Context: an optimization exercise on an open-source flow, tuned for small area and a short achievable clock period. The choices shown serve that exercise and are no tape-out recipe.
Where RTL was checked, it was by simulation tests only, not by an equivalence proof against the original.

==> job 7113 <==
==> flow/design.v (excerpt) <==
module prince_top
(
    input  wire          clk,
    input  wire          sys_rst,
    input  wire          in_valid,
    input  wire [127:0]  key,
    input  wire [63:0]   plain_text,
    output logic [63:0]  cipher_text,
    output logic         out_valid
);
==> module prince_top, before the edit <==
module prince_top
(
    input  wire          clk,
    input  wire          sys_rst,
    input  wire          in_valid,
    input  wire [127:0]  key,
    input  wire [63:0]   plain_text,
    output logic [63:0]  cipher_text,
    output logic         out_valid
);
    localparam int NST = 12;
    logic [NST-1:0] vld;
    always_ff @(posedge clk)
    begin
        if (sys_rst) vld <= '0;
        else         vld <= {vld[NST-2:0], in_valid};
    end
    assign out_valid = vld[NST-1];
    logic [63:0] k0_in, k1_in;
    assign k0_in = key[63:0];
    assign k1_in = key[127:64];
    logic [63:0] kf_w;
    assign kf_w = k1_in ^ {k0_in[0], k0_in[63:1]} ^ {63'b0, k0_in[63]} ^ 64'hc0ac29b7c97c50dd;
    logic [63:0] l0;
    assign l0 = plain_text ^ k0_in ^ k1_in ^ 64'h0000000000000000;
    logic [63:0] l1;
    assign l1 = prince_pkg::s_layer(l0);
    logic [63:0] l2;
    assign l2 = prince_pkg::shift_rows(prince_pkg::m_prime(l1)) ^ k1_in ^ 64'h13198a2e03707344;
    logic [63:0] s1_st;
    logic [63:0] s1_k1, s1_kf;
    always_ff @(posedge clk) begin s1_st <= l2; s1_k1 <= k1_in; s1_kf <= kf_w; end
    logic [63:0] l3;
    assign l3 = prince_pkg::s_layer(s1_st);
    logic [63:0] l4;
    assign l4 = prince_pkg::shift_rows(prince_pkg::m_prime(l3)) ^ s1_k1 ^ 64'ha4093822299f31d0;
    logic [63:0] s2_st;
    logic [63:0] s2_k1, s2_kf;
    always_ff @(posedge clk) begin s2_st <= l4; s2_k1 <= s1_k1; s2_kf <= s1_kf; end
    logic [63:0] l5;
    assign l5 = prince_pkg::s_layer(s2_st);
    logic [63:0] l6;
    assign l6 = prince_pkg::shift_rows(prince_pkg::m_prime(l5)) ^ s2_k1 ^ 64'h082efa98ec4e6c89;
    logic [63:0] s3_st;
    logic [63:0] s3_k1, s3_kf;
    always_ff @(posedge clk) begin s3_st <= l6; s3_k1 <= s2_k1; s3_kf <= s2_kf; end
    logic [63:0] l7;
    assign l7 = prince_pkg::s_layer(s3_st);
    logic [63:0] l8;
    assign l8 = prince_pkg::shift_rows(prince_pkg::m_prime(l7)) ^ s3_k1 ^ 64'h452821e638d01377;
    logic [63:0] s4_st;
    logic [63:0] s4_k1, s4_kf;
    always_ff @(posedge clk) begin s4_st <= l8; s4_k1 <= s3_k1; s4_kf <= s3_kf; end
    logic [63:0] l9;
    assign l9 = prince_pkg::s_layer(s4_st);
    logic [63:0] l10;
    assign l10 = prince_pkg::shift_rows(prince_pkg::m_prime(l9)) ^ s4_k1 ^ 64'hbe5466cf34e90c6c;
    logic [63:0] kl10;
    assign kl10 = prince_pkg::m_prime(prince_pkg::shift_rows_inv(s4_k1));
    logic [63:0] s5_st;
    logic [63:0] s5_k1, s5_kf;
    always_ff @(posedge clk) begin s5_st <= l10; s5_k1 <= kl10; s5_kf <= s4_kf; end
    logic [63:0] l11;
    assign l11 = prince_pkg::s_layer(s5_st);
    logic [63:0] l12;
    assign l12 = prince_pkg::m_prime(l11);
    logic [63:0] s6_st;
    logic [63:0] s6_k1, s6_kf;
    always_ff @(posedge clk) begin s6_st <= l12; s6_k1 <= s5_k1; s6_kf <= s5_kf; end
    logic [63:0] l13;
    assign l13 = prince_pkg::s_inv_layer(s6_st);
    logic [63:0] l14;
    assign l14 = prince_pkg::m_prime(prince_pkg::shift_rows_inv(l13)) ^ s6_k1 ^ prince_pkg::m_prime(prince_pkg::shift_rows_inv(64'h7ef84f78fd955cb1));
    logic [63:0] s7_st;
    logic [63:0] s7_k1, s7_kf;
    always_ff @(posedge clk) begin s7_st <= l14; s7_k1 <= s6_k1; s7_kf <= s6_kf; end
    logic [63:0] l15;
    assign l15 = prince_pkg::s_inv_layer(s7_st);
    logic [63:0] l16;
    assign l16 = prince_pkg::m_prime(prince_pkg::shift_rows_inv(l15)) ^ s7_k1 ^ prince_pkg::m_prime(prince_pkg::shift_rows_inv(64'h85840851f1ac43aa));
    logic [63:0] s8_st;
    logic [63:0] s8_k1, s8_kf;
    always_ff @(posedge clk) begin s8_st <= l16; s8_k1 <= s7_k1; s8_kf <= s7_kf; end
    logic [63:0] l17;
    assign l17 = prince_pkg::s_inv_layer(s8_st);
    logic [63:0] l18;
    assign l18 = prince_pkg::m_prime(prince_pkg::shift_rows_inv(l17)) ^ s8_k1 ^ prince_pkg::m_prime(prince_pkg::shift_rows_inv(64'hc882d32f25323c54));
    logic [63:0] s9_st;
    logic [63:0] s9_k1, s9_kf;
    always_ff @(posedge clk) begin s9_st <= l18; s9_k1 <= s8_k1; s9_kf <= s8_kf; end
    logic [63:0] l19;
    assign l19 = prince_pkg::s_inv_layer(s9_st);
    logic [63:0] l20;
    assign l20 = prince_pkg::m_prime(prince_pkg::shift_rows_inv(l19)) ^ s9_k1 ^ prince_pkg::m_prime(prince_pkg::shift_rows_inv(64'h64a51195e0e3610d));
    logic [63:0] s10_st;
    logic [63:0] s10_k1, s10_kf;
    always_ff @(posedge clk) begin s10_st <= l20; s10_k1 <= s9_k1; s10_kf <= s9_kf; end
    logic [63:0] l21;
    assign l21 = prince_pkg::s_inv_layer(s10_st);
    logic [63:0] l22;
    assign l22 = prince_pkg::m_prime(prince_pkg::shift_rows_inv(l21)) ^ s10_k1 ^ prince_pkg::m_prime(prince_pkg::shift_rows_inv(64'hd3b5a399ca0c2399));
    logic [63:0] s11_st;
    logic [63:0] s11_k1, s11_kf;
    always_ff @(posedge clk) begin s11_st <= l22; s11_k1 <= s10_k1; s11_kf <= s10_kf; end
    logic [63:0] l23;
    assign l23 = prince_pkg::s_inv_layer(s11_st);
    logic [63:0] l24;
    assign l24 = l23 ^ s11_kf;
    logic [63:0] s12_st;
    always_ff @(posedge clk) s12_st <= l24;
    assign cipher_text = s12_st;
endmodule
export LEC_CHECK = 0
export CAP_MARGIN = 20
export CORE_MARGIN = 2
export CORE_UTILIZATION = 40
export CTS_CLUSTER_DIAMETER = 100
export CTS_CLUSTER_SIZE = 25
export SETUP_SLACK_MARGIN = 1.35
export SLEW_MARGIN = 20
create_clock -name core_clock -period 3.2 [get_ports {clk}]
standard.sh (not shown) runs the stock make flow with config.mk's settings and CLKGATE_MAP_FILE= SYNTH_SCRIPT=/design/flow/synth_recipe.tcl, a recipe that flattens the netlist after the stock synthesis.
==> flow/flow/run.sh <==
#!/bin/bash
# Own layout flow: the standard layout (standard.sh), with the port buffers that global
# placement inserts on every input and output made with sky130_fd_sc_hd__buf_2 instead of the
# buffer the flow picks by default. Synthesis is the standard one, run unchanged.
set -euo pipefail
bash standard.sh synth > run_synth.log 2>&1
bash standard.sh "BUFFER_PORTS_ARGS=-buffer_cell sky130_fd_sc_hd__buf_2" finish > run_finish.log 2>&1
==> job 2777 (differences from job 7113) <==
--- a/flow/design.v
+++ b/flow/design.v
@@ -111,5 +111,5 @@
     output logic         out_valid
 );
-    localparam int NST = 12;
+    localparam int NST = 7;
     logic [NST-1:0] vld;
     always_ff @(posedge clk)
@@ -126,13 +126,13 @@
     logic [63:0] l0;
     assign l0 = plain_text ^ k0_in ^ k1_in ^ 64'h0000000000000000;
-    logic [63:0] l1;
-    assign l1 = prince_pkg::s_layer(l0);
-    logic [63:0] l2;
-    assign l2 = prince_pkg::shift_rows(prince_pkg::m_prime(l1)) ^ k1_in ^ 64'h13198a2e03707344;
     logic [63:0] s1_st;
     logic [63:0] s1_k1, s1_kf;
-    always_ff @(posedge clk) begin s1_st <= l2; s1_k1 <= k1_in; s1_kf <= kf_w; end
+    always_ff @(posedge clk) begin s1_st <= l0; s1_k1 <= k1_in; s1_kf <= kf_w; end
+    logic [63:0] l1;
+    assign l1 = prince_pkg::s_layer(s1_st);
+    logic [63:0] l2;
+    assign l2 = prince_pkg::shift_rows(prince_pkg::m_prime(l1)) ^ s1_k1 ^ 64'h13198a2e03707344;
     logic [63:0] l3;
-    assign l3 = prince_pkg::s_layer(s1_st);
+    assign l3 = prince_pkg::s_layer(l2);
     logic [63:0] l4;
     assign l4 = prince_pkg::shift_rows(prince_pkg::m_prime(l3)) ^ s1_k1 ^ 64'ha4093822299f31d0;
@@ -144,72 +144,57 @@
     logic [63:0] l6;
     assign l6 = prince_pkg::shift_rows(prince_pkg::m_prime(l5)) ^ s2_k1 ^ 64'h082efa98ec4e6c89;
+    logic [63:0] l7;
+    assign l7 = prince_pkg::s_layer(l6);
+    logic [63:0] l8;
+    assign l8 = prince_pkg::shift_rows(prince_pkg::m_prime(l7)) ^ s2_k1 ^ 64'h452821e638d01377;
     logic [63:0] s3_st;
     logic [63:0] s3_k1, s3_kf;
-    always_ff @(posedge clk) begin s3_st <= l6; s3_k1 <= s2_k1; s3_kf <= s2_kf; end
-    logic [63:0] l7;
-    assign l7 = prince_pkg::s_layer(s3_st);
-    logic [63:0] l8;
-    assign l8 = prince_pkg::shift_rows(prince_pkg::m_prime(l7)) ^ s3_k1 ^ 64'h452821e638d01377;
+    always_ff @(posedge clk) begin s3_st <= l8; s3_k1 <= s2_k1; s3_kf <= s2_kf; end
+    logic [63:0] l9;
+    assign l9 = prince_pkg::s_layer(s3_st);
+    logic [63:0] l10;
+    assign l10 = prince_pkg::shift_rows(prince_pkg::m_prime(l9)) ^ s3_k1 ^ 64'hbe5466cf34e90c6c;
+    logic [63:0] l11;
+    assign l11 = prince_pkg::s_layer(l10);
+    logic [63:0] l12;
+    assign l12 = prince_pkg::m_prime(l11);
+    logic [63:0] kl12;
+    assign kl12 = prince_pkg::m_prime(prince_pkg::shift_rows_inv(s3_k1));
     logic [63:0] s4_st;
     logic [63:0] s4_k1, s4_kf;
-    always_ff @(posedge clk) begin s4_st <= l8; s4_k1 <= s3_k1; s4_kf <= s3_kf; end
-    logic [63:0] l9;
-    assign l9 = prince_pkg::s_layer(s4_st);
-    logic [63:0] l10;
-    assign l10 = prince_pkg::shift_rows(prince_pkg::m_prime(l9)) ^ s4_k1 ^ 64'hbe5466cf34e90c6c;
-    logic [63:0] kl10;
-    assign kl10 = prince_pkg::m_prime(prince_pkg::shift_rows_inv(s4_k1));
+    always_ff @(posedge clk) begin s4_st <= l12; s4_k1 <= kl12; s4_kf <= s3_kf; end
+    logic [63:0] l13;
+    assign l13 = prince_pkg::s_inv_layer(s4_st);
+    logic [63:0] l14;
+    assign l14 = prince_pkg::m_prime(prince_pkg::shift_rows_inv(l13)) ^ s4_k1 ^ prince_pkg::m_prime(prince_pkg::shift_rows_inv(64'h7ef84f78fd955cb1));
+    logic [63:0] l15;
+    assign l15 = prince_pkg::s_inv_layer(l14);
+    logic [63:0] l16;
+    assign l16 = prince_pkg::m_prime(prince_pkg::shift_rows_inv(l15)) ^ s4_k1 ^ prince_pkg::m_prime(prince_pkg::shift_rows_inv(64'h85840851f1ac43aa));
     logic [63:0] s5_st;
     logic [63:0] s5_k1, s5_kf;
-    always_ff @(posedge clk) begin s5_st <= l10; s5_k1 <= kl10; s5_kf <= s4_kf; end
-    logic [63:0] l11;
-    assign l11 = prince_pkg::s_layer(s5_st);
-    logic [63:0] l12;
-    assign l12 = prince_pkg::m_prime(l11);
+    always_ff @(posedge clk) begin s5_st <= l16; s5_k1 <= s4_k1; s5_kf <= s4_kf; end
+    logic [63:0] l17;
+    assign l17 = prince_pkg::s_inv_layer(s5_st);
+    logic [63:0] l18;
+    assign l18 = prince_pkg::m_prime(prince_pkg::shift_rows_inv(l17)) ^ s5_k1 ^ prince_pkg::m_prime(prince_pkg::shift_rows_inv(64'hc882d32f25323c54));
+    logic [63:0] l19;
+    assign l19 = prince_pkg::s_inv_layer(l18);
+    logic [63:0] l20;
+    assign l20 = prince_pkg::m_prime(prince_pkg::shift_rows_inv(l19)) ^ s5_k1 ^ prince_pkg::m_prime(prince_pkg::shift_rows_inv(64'h64a51195e0e3610d));
     logic [63:0] s6_st;
     logic [63:0] s6_k1, s6_kf;
-    always_ff @(posedge clk) begin s6_st <= l12; s6_k1 <= s5_k1; s6_kf <= s5_kf; end
-    logic [63:0] l13;
-    assign l13 = prince_pkg::s_inv_layer(s6_st);
-    logic [63:0] l14;
-    assign l14 = prince_pkg::m_prime(prince_pkg::shift_rows_inv(l13)) ^ s6_k1 ^ prince_pkg::m_prime(prince_pkg::shift_rows_inv(64'h7ef84f78fd955cb1));
+    always_ff @(posedge clk) begin s6_st <= l20; s6_k1 <= s5_k1; s6_kf <= s5_kf; end
+    logic [63:0] l21;
+    assign l21 = prince_pkg::s_inv_layer(s6_st);
+    logic [63:0] l22;
+    assign l22 = prince_pkg::m_prime(prince_pkg::shift_rows_inv(l21)) ^ s6_k1 ^ prince_pkg::m_prime(prince_pkg::shift_rows_inv(64'hd3b5a399ca0c2399));
+    logic [63:0] l23;
+    assign l23 = prince_pkg::s_inv_layer(l22);
+    logic [63:0] l24;
+    assign l24 = l23 ^ s6_kf;
     logic [63:0] s7_st;
-    logic [63:0] s7_k1, s7_kf;
-    always_ff @(posedge clk) begin s7_st <= l14; s7_k1 <= s6_k1; s7_kf <= s6_kf; end
-    logic [63:0] l15;
-    assign l15 = prince_pkg::s_inv_layer(s7_st);
-    logic [63:0] l16;
-    assign l16 = prince_pkg::m_prime(prince_pkg::shift_rows_inv(l15)) ^ s7_k1 ^ prince_pkg::m_prime(prince_pkg::shift_rows_inv(64'h85840851f1ac43aa));
-    logic [63:0] s8_st;
-    logic [63:0] s8_k1, s8_kf;
-    always_ff @(posedge clk) begin s8_st <= l16; s8_k1 <= s7_k1; s8_kf <= s7_kf; end
-    logic [63:0] l17;
-    assign l17 = prince_pkg::s_inv_layer(s8_st);
-    logic [63:0] l18;
-    assign l18 = prince_pkg::m_prime(prince_pkg::shift_rows_inv(l17)) ^ s8_k1 ^ prince_pkg::m_prime(prince_pkg::shift_rows_inv(64'hc882d32f25323c54));
-    logic [63:0] s9_st;
-    logic [63:0] s9_k1, s9_kf;
-    always_ff @(posedge clk) begin s9_st <= l18; s9_k1 <= s8_k1; s9_kf <= s8_kf; end
-    logic [63:0] l19;
-    assign l19 = prince_pkg::s_inv_layer(s9_st);
-    logic [63:0] l20;
-    assign l20 = prince_pkg::m_prime(prince_pkg::shift_rows_inv(l19)) ^ s9_k1 ^ prince_pkg::m_prime(prince_pkg::shift_rows_inv(64'h64a51195e0e3610d));
-    logic [63:0] s10_st;
-    logic [63:0] s10_k1, s10_kf;
-    always_ff @(posedge clk) begin s10_st <= l20; s10_k1 <= s9_k1; s10_kf <= s9_kf; end
-    logic [63:0] l21;
-    assign l21 = prince_pkg::s_inv_layer(s10_st);
-    logic [63:0] l22;
-    assign l22 = prince_pkg::m_prime(prince_pkg::shift_rows_inv(l21)) ^ s10_k1 ^ prince_pkg::m_prime(prince_pkg::shift_rows_inv(64'hd3b5a399ca0c2399));
-    logic [63:0] s11_st;
-    logic [63:0] s11_k1, s11_kf;
-    always_ff @(posedge clk) begin s11_st <= l22; s11_k1 <= s10_k1; s11_kf <= s10_kf; end
-    logic [63:0] l23;
-    assign l23 = prince_pkg::s_inv_layer(s11_st);
-    logic [63:0] l24;
-    assign l24 = l23 ^ s11_kf;
-    logic [63:0] s12_st;
-    always_ff @(posedge clk) s12_st <= l24;
-    assign cipher_text = s12_st;
+    always_ff @(posedge clk) s7_st <= l24;
+    assign cipher_text = s7_st;
 endmodule
 `default_nettype wire
==> flow/run.sh (new file) <==
#!/bin/bash
# synth_recipe.tcl (not shown) runs the flow's synth.tcl, then flattens the netlist and writes it again
# the make line also repeats each setting of config.mk as NAME=value (left out here)
make -C /OpenROAD-flow-scripts/flow DESIGN_CONFIG=/design/flow/config.mk WORK_HOME=/design/flow/orfs CLKGATE_MAP_FILE= SYNTH_SCRIPT=/design/flow/synth_recipe.tcl finish
--- a/flow/config.mk
+++ b/flow/config.mk
@@ -9,6 +9,3 @@
 export CORE_MARGIN = 2
 export CORE_UTILIZATION = 40
-export CTS_CLUSTER_DIAMETER = 100
-export CTS_CLUSTER_SIZE = 25
-export SETUP_SLACK_MARGIN = 1.35
 export SLEW_MARGIN = 20
removed: flow/flow/run.sh
removed: flow/standard.sh
==> comparison table <==
| metric | job 7113 | job 2777 |
|---|---|---|
| # clock sinks | 2124 | 1223 |
| Tapcells | 2495 | 1903 |
| CP max stage delay | 0.48 ns | 0.47 ns |
| Insertion delay of the later-clocked pin in the worst-skew pair | 0.77 ns | 0.79 ns |
| Detailed-routed wire length on met3 | 8.386 mm | 7.187 mm |
| GR Util All Layers | 20.58% | 24.06% |
| Worst-case clock skew | 0.06048 ns | 0.03062 ns |
| Met1 track utilization from global routing | 25.25% | 29.58% |
| Dominant kind of cell by area | flip-flops and latches | multi-input gates |
| Status | no timing/DRC/antenna violations | no timing/DRC/antenna violations |
| Fin crit period | 1.908 ns | 3.055 ns |
For job 2777, only the layout was checked, not whether the RTL still works.

==> static timing again, ports no longer ideal <==
The results above use ideal ports. As a check the final layouts listed here were re-extracted and re-timed, cells and wires unchanged. Step 1 assumes that a clkbuf_16 drives the clock port and a buf_2 every other input. Step 2 also shifts input and output timing later by t, the mid clock arrival at the registers, as if the neighbouring blocks saw the same clock. a / b / c = ideal ports / drivers / drivers and shift; a / b = the first two.
| run | t (ns) | setup WS [ns] | clock arrival spread, ns |
|---|---|---|---|
| job 7113 | 0.833 | 1.292 / 1.221 / 0.594 | 0.074 / 0.073 |
| job 2777 | 0.848 | 0.145 / 0.145 / 0.145 | 0.039 / 0.040 |
After both steps setup and hold are still met in every run listed. For job 7113, which loses most, drivers alone change the setup slack by -0.071 ns; drivers and shift together by -0.698 ns.
